Source: an optimization exercise on an open RTL-to-GDS flow (aim: small area, a short achievable clock period and few clock cycles per item). Production flows keep margins and buffers that such runs may drop. Function was checked by simulation only, so behaviour that the tests miss may differ from the original.

==> inputs of run E <==
// motor_speed_pi_pid_control_core
module motor_speed_pi_pid_control_core #(
    parameter int SAMPLE_WIDTH   = 16,
    parameter int GAIN_FRAC_BITS = 8,
    parameter int ACC_WIDTH      = 48
) (
    input  wire logic                                   i_clk,
    input  wire logic                                   i_rst_n,
    input  wire logic                                   i_s_axis_tvalid,
    output      logic                                   o_s_axis_tready,
    input  wire logic [((2*SAMPLE_WIDTH+1+7)/8)*8-1:0]  i_s_axis_tdata,
    output      logic                                   o_m_axis_tvalid,
    input  wire logic                                   i_m_axis_tready,
    output      logic [mspc_pkg::OUT_DATA_W-1:0]        o_m_axis_tdata,
    input  wire logic                                   i_cfg_we,
    input  wire logic [mspc_pkg::CFG_ADDR_W-1:0]        i_cfg_addr,
    input  wire logic [mspc_pkg::CFG_DATA_W-1:0]        i_cfg_wdata
);
clock: 20.0 ns
lec_check: 0
abc_area: 1
cap_margin: 20
core_margin: 2
core_utilization: 55
cts_cluster_diameter: 100
cts_cluster_size: 20
place_density: 0.65
slew_margin: 20
standard.sh (not shown) runs the stock make flow with config.mk's settings and CLKGATE_MAP_FILE= SYNTH_SCRIPT=/design/flow/synth_recipe.tcl, a recipe that flattens the netlist after the stock synthesis.
==> flow/flow/run.sh <==
#!/bin/bash
set -euo pipefail
MARGIN=${MARGIN:-14.7}
sed 's/yosys synth -nofsm -noshare/yosys synth -nofsm -noshare -noabc/' synth_recipe.tcl > synth_noabc.tcl
bash standard.sh SYNTH_SCRIPT="$PWD/synth_noabc.tcl" SYNTH_OPERATIONS_ARGS=-booth SETUP_SLACK_MARGIN=$MARGIN \
    "BUFFER_PORTS_ARGS=-buffer_cell sky130_fd_sc_hd__buf_2" finish > standard_flow.log 2>&1
==> inputs of run G, as changes to run E <==
--- a/flow/design.v
+++ b/flow/design.v
@@ -110,25 +110,32 @@
     input  wire logic [mspc_pkg::SUM_W-1:0]      i_b,
     output      logic [mspc_pkg::SUM_W-1:0]      o_sum,
     output      logic [mspc_pkg::ACC_W-1:0]      o_acc
 );
     localparam int AW = mspc_pkg::ACC_W;
     localparam int SW = mspc_pkg::SUM_W;
     localparam int HW = AW - SW;
     logic [SW:0]   w_ab;
-    logic [SW:0]   w_t;
+    logic [SW-1:0] w_cs_s, w_cs_c;
+    logic [SW+1:0] w_t;
+    logic          w_ks0, w_ks1, w_ks2;
     logic [HW-1:0] w_hi, w_hi_inc, w_hi_dec, w_hi_next;
     logic          w_up, w_dn, w_ovf_p, w_ovf_n;
     logic [AW-1:0] w_next;
     assign w_ab      = {1'b0, i_a} + {1'b0, i_b};
     assign o_sum     = w_ab[SW-1:0];
-    assign w_t       = {1'b0, o_acc[SW-1:0]} + {1'b0, o_sum};
-    assign w_up      = w_t[SW] & ~o_sum[SW-1];
-    assign w_dn      = ~w_t[SW] & o_sum[SW-1];
+    assign w_cs_s    = o_acc[SW-1:0] ^ i_a ^ i_b;
+    assign w_cs_c    = (o_acc[SW-1:0] & i_a) | (o_acc[SW-1:0] & i_b) | (i_a & i_b);
+    assign w_t       = {2'b00, w_cs_s} + {1'b0, w_cs_c, 1'b0};
+    assign w_ks1     = w_ab[SW] ^ w_ab[SW-1];
+    assign w_ks2     = w_ab[SW] & w_ab[SW-1];
+    assign w_ks0     = ~(w_ab[SW] | w_ab[SW-1]);
+    assign w_up      = (w_t[SW] & w_ks0) | (w_t[SW+1] & w_ks1);
+    assign w_dn      = (~w_t[SW] & ~w_t[SW+1] & w_ks1) | (w_t[SW] & w_ks2);
     assign w_hi      = o_acc[AW-1:SW];
     for (genvar i = 0; i < HW; i++) begin : g_incdec
         if (i == 0) begin : g_lsb
             assign w_hi_inc[i] = ~w_hi[i];
             assign w_hi_dec[i] = ~w_hi[i];
         end else begin : g_bit
             assign w_hi_inc[i] = w_hi[i] ^ (&w_hi[i-1:0]);
             assign w_hi_dec[i] = w_hi[i] ^ ~(|w_hi[i-1:0]);
@@ -143,77 +150,40 @@
     always_ff @(posedge i_clk) begin
         if (!i_rst_n) begin
             o_acc <= '0;
         end else if (i_step) begin
             o_acc <= w_next;
         end
     end
 endmodule
-module mspc_sub_ks #(
-    parameter int W = 17,
-    parameter int L = 5          
-) (
-    input  wire logic [W-1:0] i_a,
-    input  wire logic [W-1:0] i_b,
-    output      logic [W-1:0] o_d
-);
-    logic [W-1:0] w_p [0:L];
-    logic [W-1:0] w_g [0:L];
-    logic [W-1:0] w_nb;
-    assign w_nb     = ~i_b;
-    assign w_p[0]   = i_a ^ w_nb;
-    assign w_g[0]   = (i_a & w_nb) | {{(W-1){1'b0}}, i_a[0] | w_nb[0]};
-    for (genvar l = 0; l < L; l++) begin : g_lvl
-        for (genvar i = 0; i < W; i++) begin : g_bit
-            if (i >= (1 << l)) begin : g_op
-                assign w_g[l+1][i] = w_g[l][i] | (w_p[l][i] & w_g[l][i-(1<<l)]);
-                assign w_p[l+1][i] = w_p[l][i] & w_p[l][i-(1<<l)];
-            end else begin : g_pass
-                assign w_g[l+1][i] = w_g[l][i];
-                assign w_p[l+1][i] = w_p[l][i];
-            end
-        end
-    end
-    assign o_d = w_p[0] ^ {w_g[L][W-2:0], 1'b1};
-endmodule
 module mspc_shape (
-    input  wire logic                            i_mode,
-    input  wire logic [mspc_pkg::ACC_W-1:0]      i_acc,
-    input  wire logic [mspc_pkg::SUM_W-1:0]      i_raw,
+    input  wire logic [mspc_pkg::ACC_W-1:0]      i_src,
     input  wire logic [mspc_pkg::LIMIT_W-1:0]    i_limit,
     output      logic [mspc_pkg::DRIVE_W-1:0]    o_drive,
     output      logic                            o_clamped
 );
     localparam int AW = mspc_pkg::ACC_W;
-    localparam int SW = mspc_pkg::SUM_W;
-    logic              w_neg0, w_r0, w_big0;
-    logic [15:0]       w_t0;
-    assign w_neg0 = i_acc[AW-1];
-    assign w_r0   = w_neg0 & (|i_acc[7:0]);
-    assign w_big0 = w_neg0 ? ~(&i_acc[AW-1:23]) : (|i_acc[AW-1:23]);
-    assign w_t0   = i_acc[23:8] + {15'd0, w_r0};
-    logic              w_neg1, w_big1;
-    assign w_neg1 = i_raw[SW-1];
-    assign w_big1 = w_neg1 ? ~(&i_raw[SW-1:15]) : (|i_raw[SW-1:15]);
-    logic              w_neg, w_big, w_over;
+    logic              w_neg;
+    logic [AW-9:0]     w_h;
+    logic              w_r;
+    logic              w_big;
     logic [15:0]       w_t;
     logic signed [16:0] w_t17;
     logic signed [16:0] w_l17;
+    logic              w_over;
     logic [15:0]       w_lim16;
-    assign w_neg   = i_mode ? w_neg1 : w_neg0;
-    assign w_big   = i_mode ? w_big1 : w_big0;
-    assign w_t     = i_mode ? i_raw[15:0] : w_t0;
+    assign w_neg   = i_src[AW-1];
+    assign w_h     = i_src[AW-1:8];
+    assign w_r     = w_neg & (|i_src[7:0]);
+    assign w_big   = w_neg ? ~(&w_h[AW-9:15]) : (|w_h[AW-9:15]);
+    assign w_t     = w_h[15:0] + {15'd0, w_r};
     assign w_t17   = {w_t[15], w_t};
     assign w_l17   = {2'b00, i_limit};
-    logic [16:0]       w_m17;
-    logic [17:0]       w_cmp;
-    assign w_m17   = w_t17 ^ {17{w_t17[16]}};
-    assign w_cmp   = {1'b0, w_m17} + {1'b0, ~w_l17} + {17'd0, w_t17[16]};
-    assign w_over  = w_cmp[17];
+    assign w_over  = w_neg ? (w_t17 < -w_l17) : (w_t17 > w_l17);
     assign w_lim16 = {1'b0, i_limit};
     assign o_clamped = w_big | w_over;
     assign o_drive   = o_clamped ? (w_neg ? (~w_lim16 + 16'd1) : w_lim16) : w_t;
 endmodule
 `default_nettype wire
 `default_nettype none
 module mspc_mul3 (
     input  wire logic [15:0] g1,
@@ -1643,64 +1613,62 @@
         .o_pwm_limit      (c_pwm_limit),
         .o_integral_limit (c_int_limit)
     );
     logic r_en;          
     logic w_en;
     assign w_en            = r_en;
     assign o_s_axis_tready = r_en;
     logic          r0_v, r0_run;
-    logic [EW-1:0] r0_e;
+    logic [15:0]   r0_t, r0_m;
+    logic [EW-1:0] w_e;
     always_ff @(posedge i_clk) begin
         if (!i_rst_n) begin
             r0_v <= 1'b0;
         end else if (w_en) begin
             r0_v <= i_s_axis_tvalid;
         end
     end
-    logic [EW-1:0] w_e_in;
-    mspc_sub_ks #(.W(EW)) u_sub (
-        .i_a ({i_s_axis_tdata[15], i_s_axis_tdata[15:0]}),
-        .i_b ({i_s_axis_tdata[31], i_s_axis_tdata[31:16]}),
-        .o_d (w_e_in)
-    );
     always_ff @(posedge i_clk) begin
         if (w_en) begin
-            r0_e   <= w_e_in;
+            r0_t   <= i_s_axis_tdata[15:0];
+            r0_m   <= i_s_axis_tdata[31:16];
             r0_run <= i_s_axis_tdata[32];
         end
     end
     logic          w_step0;
     logic [EW-1:0] r_pa, r_pb;         
     logic [15:0]   r_i;                
     logic [EW:0]   w_diff;
     logic [EW:0]   w_isum;
     logic [EW:0]   w_ilim;
     logic [15:0]   w_inext;
+    assign w_e     = {r0_t[15], r0_t} - {r0_m[15], r0_m};
     assign w_step0 = w_en && r0_v && r0_run;
-    assign w_diff  = {r0_e[EW-1], r0_e} - {r_pa[EW-1], r_pa};
-    assign w_isum  = {{2{r_i[15]}}, r_i} + {r0_e[EW-1], r0_e};
+    assign w_diff  = {w_e[EW-1], w_e} - {r_pa[EW-1], r_pa};
+    assign w_isum  = {{2{r_i[15]}}, r_i} + {w_e[EW-1], w_e};
     assign w_ilim  = {3'b000, c_int_limit};
-    logic          w_ineg, w_iclamp;
-    logic [EW:0]   w_im;
-    logic [EW+1:0] w_icmp;
-    assign w_ineg   = w_isum[EW];
-    assign w_im     = w_isum ^ {(EW+1){w_ineg}};
-    assign w_icmp   = {1'b0, w_im} + {1'b0, ~w_ilim} + {{(EW+1){1'b0}}, w_ineg};
-    assign w_iclamp = w_icmp[EW+1];
-    assign w_inext  = w_iclamp ? (w_ineg ? 16'(-w_ilim) : w_ilim[15:0]) : w_isum[15:0];
+    always_comb begin
+        if ($signed(w_isum) > $signed(w_ilim)) begin
+            w_inext = w_ilim[15:0];
+        end else if ($signed(w_isum) < -$signed(w_ilim)) begin
+            w_inext = 16'(-w_ilim);
+        end else begin
+            w_inext = w_isum[15:0];
+        end
+    end
     always_ff @(posedge i_clk) begin
         if (!i_rst_n) begin
             r_pa <= '0;
             r_pb <= '0;
         end else if (c_swap) begin
             r_pa <= r_pb;
             r_pb <= r_pa;
         end else if (w_step0) begin
-            r_pa <= r0_e;
+            r_pa <= w_e;
         end
     end
     always_ff @(posedge i_clk) begin
         if (!i_rst_n) begin
             r_i <= '0;
         end else if (w_step0 && c_mode) begin
             r_i <= w_inext;
         end
@@ -1768,26 +1736,26 @@
             r3_v <= r2_v && !c_mode;
         end
     end
     always_ff @(posedge i_clk) begin
         if (w_en) begin
             r3_run <= r2_run;
         end
     end
+    logic [AW-1:0] w_src;
     logic [15:0]   w_drive;
     logic          w_clamped;
     logic          w_fin_v, w_fin_run;
     logic [16:0]   w_res;
+    assign w_src     = c_mode ? {{(AW-SW-8){w_s[SW-1]}}, w_s, 8'd0} : w_acc;
     assign w_fin_v   = c_mode ? r2_v : r3_v;
     assign w_fin_run = c_mode ? r2_run : r3_run;
     mspc_shape u_shape (
-        .i_mode    (c_mode),
-        .i_acc     (w_acc),
-        .i_raw     (w_s),
+        .i_src     (w_src),
         .i_limit   (c_pwm_limit),
         .o_drive   (w_drive),
         .o_clamped (w_clamped)
     );
     assign w_res = w_fin_run ? {w_clamped, w_drive} : 17'd0;
     logic        r_ov, r_sv;
     logic [16:0] r_od, r_sd;
     logic        w_arrive, w_pop;
==> flow/flow/run.sh (replaced) <==
#!/bin/bash
set -euo pipefail
MARGIN=${MARGIN:-14.5}
sed 's/yosys synth -nofsm -noshare/yosys synth -nofsm -noshare -noabc/' synth_recipe.tcl > synth_noabc.tcl
bash standard.sh SYNTH_SCRIPT="$PWD/synth_noabc.tcl" SETUP_SLACK_MARGIN=$MARGIN finish > standard_flow.log 2>&1
==> flow/config.mk (replaced) <==
export PLATFORM = sky130hd
export DESIGN_NAME = motor_speed_pi_pid_control_core
export DESIGN_NICKNAME = motor_speed_pi_pid_control_core
export VERILOG_FILES = /design/flow/design.v
export SDC_FILE = /design/flow/constraint.sdc
export NUM_CORES = 4
export LEC_CHECK = 0
export ABC_AREA = 1
export CAP_MARGIN = 20
export CORE_MARGIN = 2
export CORE_UTILIZATION = 55
export PLACE_DENSITY = 0.7
export SLEW_MARGIN = 20
==> reports/results.ini <==
[critical_path]
critical_path.max_fanout=2
r2r-end=r2_b[17]$_DFFE_PP_
r2r_cells=12
crit_chain=buf_4

[layout]
design_area_um2=41830
multi_input_cells=3132

[sta]
fin_worst_skew_ns=0.03053

[place]
dp_cells=4884

[run_status]
outcome=finished clean

[grt]
grt.met1_usage_pct=42.99

[power]
powerSeq_uw=998
design_power_total_uw=3206
clk-power_uw=567

[route]
wirelength_met1_um=47240

[yosys]
synth_edf_count=141

The numbers above come from run E.

==> reports/results.ini <==
[run_status]
outcome=finished clean

[power]
clk-power_uw=861
design_power_total_uw=3805
powerSeq_uw=1070

[sta]
fin_worst_skew_ns=0.04580

[route]
wirelength_met1_um=52480

[critical_path]
r2r_cells=10
r2r-end=r2_b[19]$_DFFE_PP_
crit_chain=clkdlybuf4s50_1

[layout]
design_area_um2=46100
multi_input_cells=3901

[yosys]
yosys-top-cells-count=1,111 x nand2_1, 521 x inv_1, 498 x xor2_1

[grt]
grt.met1_usage_pct=43.64

[place]
dp_cells=5950

The numbers above come from run G.

Testbench counts of run E, summed over its fixed seeds: cycles 19,416, items 19,200.
Testbench counts of run G, summed over its fixed seeds: cycles 19,416, items 19,200.

-- what the ideal ports hide --
In the flow no input, the clock included, has a driving cell. The finished layouts below were timed again as built, in two steps. Step 1: set_driving_cell puts a clkbuf_16 on i_clk and a buf_2 on each other input, an assumption about the parent block. Step 2 also shifts input and output timing later by t, the mid clock arrival at the registers, as if the neighbouring blocks saw the same clock. Three values: no drivers, after step 1, after step 2; two values: the first two.
run | t, ns | slack for setup (ns) | worst setup path after step 2 | clock arrival spread, ns
run E | 0.692 | 14.773 / 14.707 / 14.168 | input to register | 0.032 / 0.032
run G | 0.651 | 14.545 / 14.478 / 14.188 | input to register | 0.047 / 0.047
After both steps setup and hold are still met in every run listed. For run E, which loses most, drivers alone change the setup slack by -0.066 ns; drivers and shift together by -0.605 ns.
